Source: an optimization exercise on an open RTL-to-GDS flow (aim: small area and a short achievable clock period). Production flows keep margins and buffers that such runs may drop.
The RTL of this run was laid out without a check of its function.
No activity file was given, so power comes from the tool's default toggle rates.

===== constraint.sdc =====
create_clock -name core_clock -period 5.5 [get_ports {clk}]
set_input_delay 1.1000 -clock core_clock [delete_from_list [all_inputs] [get_ports {clk}]]
set_output_delay 1.1000 -clock core_clock [all_outputs]
set_load 0.01 [all_outputs]

===== flow/run.sh =====
#!/bin/bash
# Standard ORFS layout (standard.sh), with two changes to how it is made:
# the port buffers are plain buffers (buffer_ports otherwise picks a delay
# cell), and timing repair may resize cells across footprints.
set -euo pipefail
bash standard.sh MATCH_CELL_FOOTPRINT=0 "BUFFER_PORTS_ARGS=-buffer_cell sky130_fd_sc_hd__buf_2" finish > make_finish.log 2>&1

===== config.mk =====
export PLATFORM = sky130hd
export DESIGN_NAME = axi_rd_mem_stub
export DESIGN_NICKNAME = axi_rd_mem_stub
export VERILOG_FILES = /design/flow/design.v
export SDC_FILE = /design/flow/constraint.sdc
export NUM_CORES = 4
export LEC_CHECK = 0
export CAP_MARGIN = 20
export CORE_MARGIN = 2
export CORE_UTILIZATION = 65
export CTS_CLUSTER_DIAMETER = 80
export CTS_CLUSTER_SIZE = 24
export PLACE_DENSITY = 0.72
export SETUP_SLACK_MARGIN = 3.2
export SLEW_MARGIN = 20
export TNS_END_PERCENT = 5

===== standard.sh =====
#!/bin/bash
# synth_recipe.tcl (not shown) runs the flow's synth.tcl, then flattens the netlist and writes it again
# the make line also repeats each setting of config.mk as NAME=value (left out here)
make -C /OpenROAD-flow-scripts/flow DESIGN_CONFIG=/design/flow/config.mk WORK_HOME=/design/flow/orfs CLKGATE_MAP_FILE= SYNTH_SCRIPT=/design/flow/synth_recipe.tcl "${@:-finish}"

===== design.v =====
package prefetcher_stub_pkg;
    localparam logic [1:0] RESP_OKAY   = 2'b00;
    localparam logic [1:0] RESP_SLVERR = 2'b10;
endpackage
module stub_ar_fifo #(
    parameter int WIDTH     = 8,
    parameter int LOG_DEPTH = 2
) (
    input  logic                 clk,
    input  logic                 rst,
    input  logic                 push,
    input  logic [WIDTH-1:0]     push_data,
    input  logic                 pop,
    output logic [WIDTH-1:0]     head,
    output logic                 full,
    output logic                 ready,
    output logic                 empty,
    output logic [LOG_DEPTH:0]   count
);
    localparam int DEPTH = 1 << LOG_DEPTH;
    logic [WIDTH-1:0]     store_r [DEPTH];
    logic [LOG_DEPTH-1:0] wr_ptr_r;
    logic [LOG_DEPTH-1:0] rd_ptr_r;
    logic [LOG_DEPTH:0]   cnt_r;
    logic [LOG_DEPTH:0]   cnt_nx;
    logic                 nempty_r;
    logic                 ready_r;
    logic                 do_push_s;
    logic                 do_pop_s;
    assign full      = cnt_r[LOG_DEPTH];
    assign empty     = !nempty_r;
    assign ready     = ready_r;
    assign count     = cnt_r;
    assign head      = store_r[rd_ptr_r];
    assign do_push_s = push && !full;
    assign do_pop_s  = pop && nempty_r;
    always_ff @(posedge clk) begin
        if (do_push_s) begin
            store_r[wr_ptr_r] <= push_data;
        end
    end
    always_comb begin
        cnt_nx = cnt_r;
        case ({do_push_s, do_pop_s})
            2'b10:   cnt_nx = cnt_r + (LOG_DEPTH+1)'(1);
            2'b01:   cnt_nx = cnt_r - (LOG_DEPTH+1)'(1);
            default: cnt_nx = cnt_r;
        endcase
    end
    always_ff @(posedge clk) begin
        if (rst) begin
            wr_ptr_r <= {LOG_DEPTH{1'b0}};
            rd_ptr_r <= {LOG_DEPTH{1'b0}};
            cnt_r    <= {(LOG_DEPTH+1){1'b0}};
            nempty_r <= 1'b0;
            ready_r  <= 1'b1;
        end else begin
            if (do_push_s) begin
                wr_ptr_r <= wr_ptr_r + LOG_DEPTH'(1);
            end
            if (do_pop_s) begin
                rd_ptr_r <= rd_ptr_r + LOG_DEPTH'(1);
            end
            cnt_r    <= cnt_nx;
            nempty_r <= (cnt_nx != {(LOG_DEPTH+1){1'b0}});
            ready_r  <= !cnt_nx[LOG_DEPTH];
        end
    end
endmodule
module axi_rd_mem_stub #(
    parameter int ADDR_BITS            = 16,
    parameter int LOG_BLOCK_DATA_BYTES = 0,
    parameter int MEM_WORD_BITS        = 8,
    parameter int BURST_LEN_WIDTH      = 8,
    parameter int TID_WIDTH            = 8,
    parameter int LOG_OUTSTANDING      = 2,
    parameter int LAT_WIDTH            = 6,
    localparam int DATA_WIDTH          = 8 << LOG_BLOCK_DATA_BYTES
) (
    input  logic                       clk,
    input  logic                       rst,
    input  logic                       s_ar_valid,
    output logic                       s_ar_ready,
    input  logic [ADDR_BITS-1:0]       s_ar_addr,
    input  logic [BURST_LEN_WIDTH-1:0] s_ar_len,
    input  logic [TID_WIDTH-1:0]       s_ar_id,
    output logic                       s_r_valid,
    input  logic                       s_r_ready,
    output logic [DATA_WIDTH-1:0]      s_r_data,
    output logic [TID_WIDTH-1:0]       s_r_id,
    output logic                       s_r_last,
    output logic [1:0]                 s_r_resp,
    input  logic [LAT_WIDTH-1:0]       cfg_latency,
    input  logic                       ld_en,
    input  logic [MEM_WORD_BITS-1:0]   ld_addr,
    input  logic [DATA_WIDTH-1:0]      ld_data,
    output logic [LOG_OUTSTANDING:0]   outstanding,
    output logic                       busy
);
    localparam int IDX_W    = ADDR_BITS - LOG_BLOCK_DATA_BYTES;
    localparam int ENTRY_W  = IDX_W + BURST_LEN_WIDTH + TID_WIDTH;
    localparam int OUT_W    = LOG_OUTSTANDING + 1;
    localparam int WORDS    = 1 << MEM_WORD_BITS;
    localparam int ROW_BITS = MEM_WORD_BITS / 2;
    localparam int COL_BITS = MEM_WORD_BITS - ROW_BITS;
    localparam int ROWS     = 1 << ROW_BITS;
    localparam int COLS     = 1 << COL_BITS;
    logic [WORDS*DATA_WIDTH-1:0] mem_r;
    logic [ENTRY_W-1:0]         push_entry_s;
    logic [ENTRY_W-1:0]         head_entry_s;
    logic                       fifo_full_s;
    logic                       fifo_ready_s;
    logic                       fifo_empty_s;
    logic [OUT_W-1:0]           fifo_count_s;
    logic                       push_s;
    logic                       pop_s;
    logic [IDX_W-1:0]           head_idx_s;
    logic [BURST_LEN_WIDTH-1:0] head_len_s;
    logic [TID_WIDTH-1:0]       head_id_s;
    logic                       busy_r;
    logic                       idle_r;
    logic                       valid_r;
    logic                       nvalid_r;
    logic [IDX_W-1:0]           cur_idx_r;
    logic                       in_range_r;  
    logic                       ld_hit_r;    
    logic [BURST_LEN_WIDTH-1:0] rem_r;       
    logic [LAT_WIDTH-1:0]       lat_r;
    logic                       lat_one_r;   
    logic [OUT_W-1:0]           out_r;
    logic [DATA_WIDTH-1:0]      r_data_r;
    logic [TID_WIDTH-1:0]       r_id_r;
    logic                       r_last_r;    
    logic                       nlast_r;     
    logic                       r_err_r;
    logic                       cap_idle_s;
    logic                       cap_wait_s;
    logic                       cap_beat_s;
    logic                       capture_s;
    logic                       done_s;
    logic                       load_s;
    logic                       pay_en_s;
    logic                       lat_zero_s;
    logic [IDX_W-1:0]           inc_idx_s;
    logic [IDX_W-1:0]           new_idx_s;
    logic [IDX_W-1:0]           nxt_idx_s;
    logic [DATA_WIDTH-1:0]      rd_word_s;
    logic [DATA_WIDTH-1:0]      rd_data_s;
    logic [BURST_LEN_WIDTH-1:0] cap_rem_s;
    assign push_entry_s = {IDX_W'(s_ar_addr >> LOG_BLOCK_DATA_BYTES), s_ar_len, s_ar_id};
    assign {head_idx_s, head_len_s, head_id_s} = head_entry_s;
    assign push_s = s_ar_valid && !fifo_full_s;
    assign pop_s  = idle_r && !fifo_empty_s;
    stub_ar_fifo #(
        .WIDTH     (ENTRY_W),
        .LOG_DEPTH (LOG_OUTSTANDING)
    ) u_ar_fifo (
        .clk       (clk),
        .rst       (rst),
        .push      (s_ar_valid),
        .push_data (push_entry_s),
        .pop       (pop_s),
        .head      (head_entry_s),
        .full      (fifo_full_s),
        .ready     (fifo_ready_s),
        .empty     (fifo_empty_s),
        .count     (fifo_count_s)
    );
    logic [ROWS-1:0]       ld_row_r;
    logic [COLS-1:0]       ld_col_r;
    logic [DATA_WIDTH-1:0] ld_data_r;
    always_ff @(posedge clk) begin
        ld_row_r  <= ld_en ? (ROWS'(1) << ld_addr[MEM_WORD_BITS-1:COL_BITS]) : {ROWS{1'b0}};
        ld_col_r  <= COLS'(1) << ld_addr[COL_BITS-1:0];
        ld_data_r <= ld_data;
    end
    for (genvar w = 0; w < WORDS; w++) begin : g_word
        always_ff @(posedge clk) begin
            if (ld_row_r[w / COLS] && ld_col_r[w % COLS]) begin
                mem_r[w*DATA_WIDTH +: DATA_WIDTH] <= ld_data_r;
            end
        end
    end
    assign rd_word_s = mem_r[cur_idx_r[MEM_WORD_BITS-1:0]*DATA_WIDTH +: DATA_WIDTH];
    assign rd_data_s = !in_range_r ? {DATA_WIDTH{1'b0}} : ld_hit_r ? ld_data_r : rd_word_s;
    assign lat_zero_s = (cfg_latency == {LAT_WIDTH{1'b0}});
    assign cap_idle_s = pop_s && lat_zero_s;
    assign cap_wait_s = !idle_r && nvalid_r && lat_one_r;
    assign cap_beat_s = !nvalid_r && s_r_ready && nlast_r;
    assign capture_s  = cap_idle_s || cap_wait_s || cap_beat_s;
    assign done_s     = !nvalid_r && s_r_ready && !nlast_r;
    assign load_s     = (idle_r && fifo_empty_s) || done_s;
    assign pay_en_s   = nvalid_r || s_r_ready;
    assign cap_rem_s  = idle_r ? head_len_s : rem_r;
    assign inc_idx_s = cur_idx_r + IDX_W'(1);
    assign new_idx_s = fifo_empty_s ? IDX_W'(s_ar_addr >> LOG_BLOCK_DATA_BYTES) : head_idx_s;
    assign nxt_idx_s = capture_s ? inc_idx_s : load_s ? new_idx_s : cur_idx_r;
    always_ff @(posedge clk) begin
        cur_idx_r  <= nxt_idx_s;
        in_range_r <= ((nxt_idx_s >> MEM_WORD_BITS) == {IDX_W{1'b0}});
        ld_hit_r   <= ld_en && (ld_addr == nxt_idx_s[MEM_WORD_BITS-1:0]);
    end
    always_ff @(posedge clk) begin
        if (rst) begin
            busy_r     <= 1'b0;
            idle_r     <= 1'b1;
            valid_r    <= 1'b0;
            nvalid_r   <= 1'b1;
            out_r      <= {OUT_W{1'b0}};
            rem_r      <= {BURST_LEN_WIDTH{1'b0}};
            lat_r      <= {LAT_WIDTH{1'b0}};
            lat_one_r  <= 1'b0;
            r_data_r   <= {DATA_WIDTH{1'b0}};
            r_id_r     <= {TID_WIDTH{1'b0}};
            r_last_r   <= 1'b0;
            nlast_r    <= 1'b1;
            r_err_r    <= 1'b0;
        end else begin
            out_r <= out_r + OUT_W'(push_s) - OUT_W'(done_s);
            if (pop_s) begin
                busy_r   <= 1'b1;
                idle_r   <= 1'b0;
                valid_r  <= lat_zero_s;
                nvalid_r <= !lat_zero_s;
            end else if (cap_wait_s) begin
                valid_r  <= 1'b1;
                nvalid_r <= 1'b0;
            end else if (done_s) begin
                busy_r   <= 1'b0;
                idle_r   <= 1'b1;
                valid_r  <= 1'b0;
                nvalid_r <= 1'b1;
            end
            if (pop_s) begin
                lat_r     <= cfg_latency;
                lat_one_r <= (cfg_latency == LAT_WIDTH'(1));
            end else begin
                lat_r     <= lat_r - LAT_WIDTH'(1);
                lat_one_r <= (lat_r == LAT_WIDTH'(2));
            end
            if (pop_s) begin
                r_id_r <= head_id_s;
                rem_r  <= head_len_s;
            end
            if (capture_s) begin
                rem_r <= cap_rem_s - BURST_LEN_WIDTH'(1);
            end
            if (pay_en_s) begin
                r_data_r <= rd_data_s;
                r_err_r  <= !in_range_r;
                r_last_r <= (cap_rem_s == {BURST_LEN_WIDTH{1'b0}});
                nlast_r  <= (cap_rem_s != {BURST_LEN_WIDTH{1'b0}});
            end
        end
    end
    assign s_ar_ready  = fifo_ready_s;
    assign s_r_valid   = valid_r;
    assign s_r_data    = r_data_r;
    assign s_r_id      = r_id_r;
    assign s_r_last    = r_last_r;
    assign s_r_resp    = r_err_r ? prefetcher_stub_pkg::RESP_SLVERR : prefetcher_stub_pkg::RESP_OKAY;
    assign busy        = busy_r;
    assign outstanding = out_r;
endmodule

==> run_results.csv <==
group,metric,value,unit
synthesis,synth_edf_count,2176,
timing,tightestPinTransition,1280,ps
synthesis,synth_simple_gate_area_share,4.00,%
setup_path,cp.required,6160,ps
cts,clk_latency,760,ps
outcome,outcome,"complete, no violations",
floorplanning,ios,84,
synthesis,synth_ff_type,"edfxtp_1",
detailed_routing,drt_iter0_markers,7198,
timing,hold_violations,0,
synthesis,yosysSeqAreaShare,75.3,%
synthesis,synthCells,4633,
synthesis,yosys.area_share.adder,0.212,%
global_route,grt_pass1_wl,325000,microns
timing,min_period,3080,ps
cts,root_buffer,"clkbuf_16",
setup_path,crit_path_start_kind,"register",
synthesis,synth.most_common_cell,"edfxtp_1",
cts,clk_transition_reported_paths,100,ps
detailed_routing,drc,0,
detailed_routing,wl_per_cell,34.3,microns
synthesis,synth_top_family_by_area,"multiplexers",
setup_path,cp.arrival,3730,ps
final_layout,n_fill_cell,8264,
timing,tns,0,ps
cts,clockBufferDepth,3,
floorplanning,die-area,0.141,sq mm
synthesis,ys_warn_count,2,
power,p_per_area,462,mW/mm^2
cts,cts_tree,"done",
global_route,use_met2,49.7,%
global_route,top_usage_layer,"met2",
floorplanning,die_w,375,microns
timing,skew,26.0,ps
final_layout,nets,4839,
placed_design,hpwl,132000,microns
synthesis,ys_top_cells_by_area,"edfxtp_1, mux4_2, mux2i_1, dfxtp_1, and2_1",
timing,post-route-period-util,56.0,%
detailed_routing,drt.antenna.violating_nets,0,
setup_path,crit_path_max_fanout,6,
run,drv_cap,0,
synthesis,synth_nets,4706,
detailed_routing,drt_pass1_iterations,6,
synthesis,yosysUniqueCellTypes,77,
hold_path,hp-class,"reg2reg",
setup_path,cp-end-kind,"register",
timing,maxSlewViolCount,0,
cts,cts_sinks,2286,
global_route,grt_antenna_before_repair,20,
timing,setup_viol,0,
detailed_routing,dr_total_vias,47159,
setup_path,crit_type,"reg2reg",
power,ir_drop,460,uV
synthesis,synth.top_cell.area_share,72.9,%
global_route,grtUsageMet1,47.0,%
timing,fin_ws,2420,ps
global_route,met3_usage,6.97,%
placed_design,dpl_worst_slack,1440,ps
global_route,grt_max_degree,154,
cts,numCtsBuffers,107,
floorplanning,die_y,375,microns
floorplanning,rows,136,
synthesis,muxShareOfSynthArea,14.0,%
synthesis,synth_compound_area_share,4.43,%
power,leakagePower,31.5,nW
setup_path,cpPeakStageDelay,510,ps
placed_design,globalplace.congestion,0.903,
setup_path,crit_top_cell,"buf_12",
timing,rsz0062_at_grt,"yes",
final_layout,area_delta_synth_final,8.84,%
synthesis,synth-xor-area-share,0.225,%
cts,cts.hold.buffers_added,0,
floorplanning,start_util,65.4,%
synthesis,synth-seq-cells,2286,
setup_path,path_cells,"buf_12 -> buf_12 -> buf_6 -> buf_8 -> mux4_2 -> a22o_1 -> a221oi_2 -> o22ai_1 -> o31ai_4 -> a21oi_1 -> o31a_1",
cts,htree_num_levels,3,
synthesis,synth_area,0.0897,sq mm
timing,fmaxAchievable,325,MHz
synthesis,synth_top_cells_by_count,"edfxtp_1, mux4_2, mux2i_1",
global_route,grt_overflow,0,
synthesis,syn_avg_cell_area,19.4,sq um
detailed_routing,viasPerCell,7.06,
setup_path,slowest_stage,"mux4_2",
floorplanning,core,0.137,sq mm
detailed_routing,routed_wl,229000,microns
placed_design,numPortBuffers,82,
final_layout,layout-drive-gt1-share,20.0,%
synthesis,synthArstFlopShare,0,%
global_route,grt_usage,32.5,%
global_route,grt_pass1_vias,44760,
timing,relSlewSlack,14.6,%
synthesis,yosysTopAreaCell,"edfxtp_1",
power by group:
group	internal, mW	switching, mW
sequential	19.4	0.402
clock	3.95	5.21
combinational	6.60	9.52
total	29.9	15.1
stage by stage:
stage | utilization [%] | cell area (sq um) | cells | hold slack (ps) | total power [mW]
floorplan | - | 89700 | 4633 | 431 | 29.3
CTS | 70.5 | 96600 | 6583 | 411 | 44.1
global route | 71.1 | 97500 | 6656 | 420 | 46.3
detailed placement | 67.1 | 92100 | 6342 | 443 | 33.8
global placement | 67.1 | 92100 | 6342 | 440 | 33.7
finish | 71.2 | 97600 | 6683 | 455 | 45.1
kinds of logic after synthesis:
logic type      after synthesis
compound gates              575
xor+xnor                     23
fa+ha+maj                    14
buf+inv                     303
flops                      2286
mux                         762
other cells                   1
simple gates                669
per-layer routing:
metal	share of wire, %	wire length [microns]	up-vias
met4	3.8	8690	6
met3	11	25900	451
met1	38	86200	24394
li1	-	-	19246
met5	0.011	26	-
met2	47	108000	3062
cell type report:
type / instances / area, sq um / share of cell area, %
multi-input cells: 2047 / 21200 / 21.7
clock buffers: 179 / 3030 / 3.11
repair buffers: 301 / 3160 / 3.24
inverters: 23 / 109 / 0.112
diodes: 40 / 100 / 0.103
clock inverters: 13 / 171 / 0.176
well taps: 1794 / 2240 / 2.30
flip-flops and latches: 2286 / 67600 / 69.3
worst max-delay path, delay by kind of cell (launching register included):
kind / cells / cell delay (ps)
multiplexers: 1 / 510
flip-flops: 1 / 450
AO/OA/AOI/OAI: 6 / 1410
buffers and inverters: 4 / 600
flip-flops by register name, indices dropped and copies added, names as in the netlist, 2 cells and up, named ones only:
register            flops
mem_r                2048
u_ar_fifo.store_r     128
cur_idx_r              16
ld_col_r               16
ld_row_r               16
ld_data_r               8
r_data_r                8
r_id_r                  8
rem_r                   8
lat_r                   6
out_r                   3
u_ar_fifo.cnt_r         3
u_ar_fifo.rd_ptr_r      2
u_ar_fifo.wr_ptr_r      2
worst paths after layout:
path	startpoint	end	slack (ps)	cells past startpoint
worst max-delay path	cur_idx_r[0]	r_data_r[5]	2420	11
worst min-delay path	r_id_r[6]	r_id_r[6]	460	2
worst max register to register	cur_idx_r[0]	r_data_r[5]	2420	11
worst min register to register	r_id_r[6]	r_id_r[6]	460	2
timing repair:
| item | CTS | global route |
|---|---|---|
| setup endpoints to repair | 64 | 65 |
| gates resized for setup | 143 | 64 |
| setup buffers | 36 | 52 |
| pin swaps | 18 | 25 |
| cloned | 13 | 6 |
layout by cell type (no fill, tap or decap), types with 12 or more instances in the layout:
master     netlist  layout
dfxtp_2          0      16
mux2i_1        356     350
nor2_1         102      89
buf_12           0      24
inv_1           21      18
and2_1         267     267
buf_6           27      16
buf_4           41     133
a221oi_1        19      12
nand2_1        110     106
o21ai_0         66      51
xor2_1          12      12
dfxtp_1        110      78
clkbuf_1       136      68
nand3_1         35      35
diode_2          0      40
o221ai_1       138     136
o22ai_1         85      79
clkbuf_16        0     126
buf_16           0      20
a22oi_1         24      17
o21ai_1          2      16
a211oi_1        23      20
dfxtp_4          0      16
edfxtp_1      2176    2176
a21oi_1        131     128
buf_2           56      81
mux4_2         396     396
nand2b_1        17      14
nor3_1          78      67
ha_1            12      12

afterwards: timing with drivers on the ports:
In the flow no input, the clock included, has a driving cell. The finished layout below was timed again as built, in two steps.
Step 1: set_driving_cell puts a clkbuf_16 on clk and a buf_2 on each other input, an assumption about the parent block.
Step 2 adds t to the input delays and takes it off the output delays; t is the mean of the earliest and latest rising clock arrival at the registers after step 1. Input paths then give back, and output paths get back, about the clock's delay inside the block.
a / b / c = ideal ports / drivers / drivers and shift; a / b = the first two.
shift t [ns]: 0.824
setup slack, ns: 2.423 / 2.423 / 1.896
worst register clock-pin slew, ns: 0.10 / 0.10
After both steps this run still meets setup and hold. The setup slack of this run moves by 0.000 ns with the drivers and by -0.527 ns with both steps.
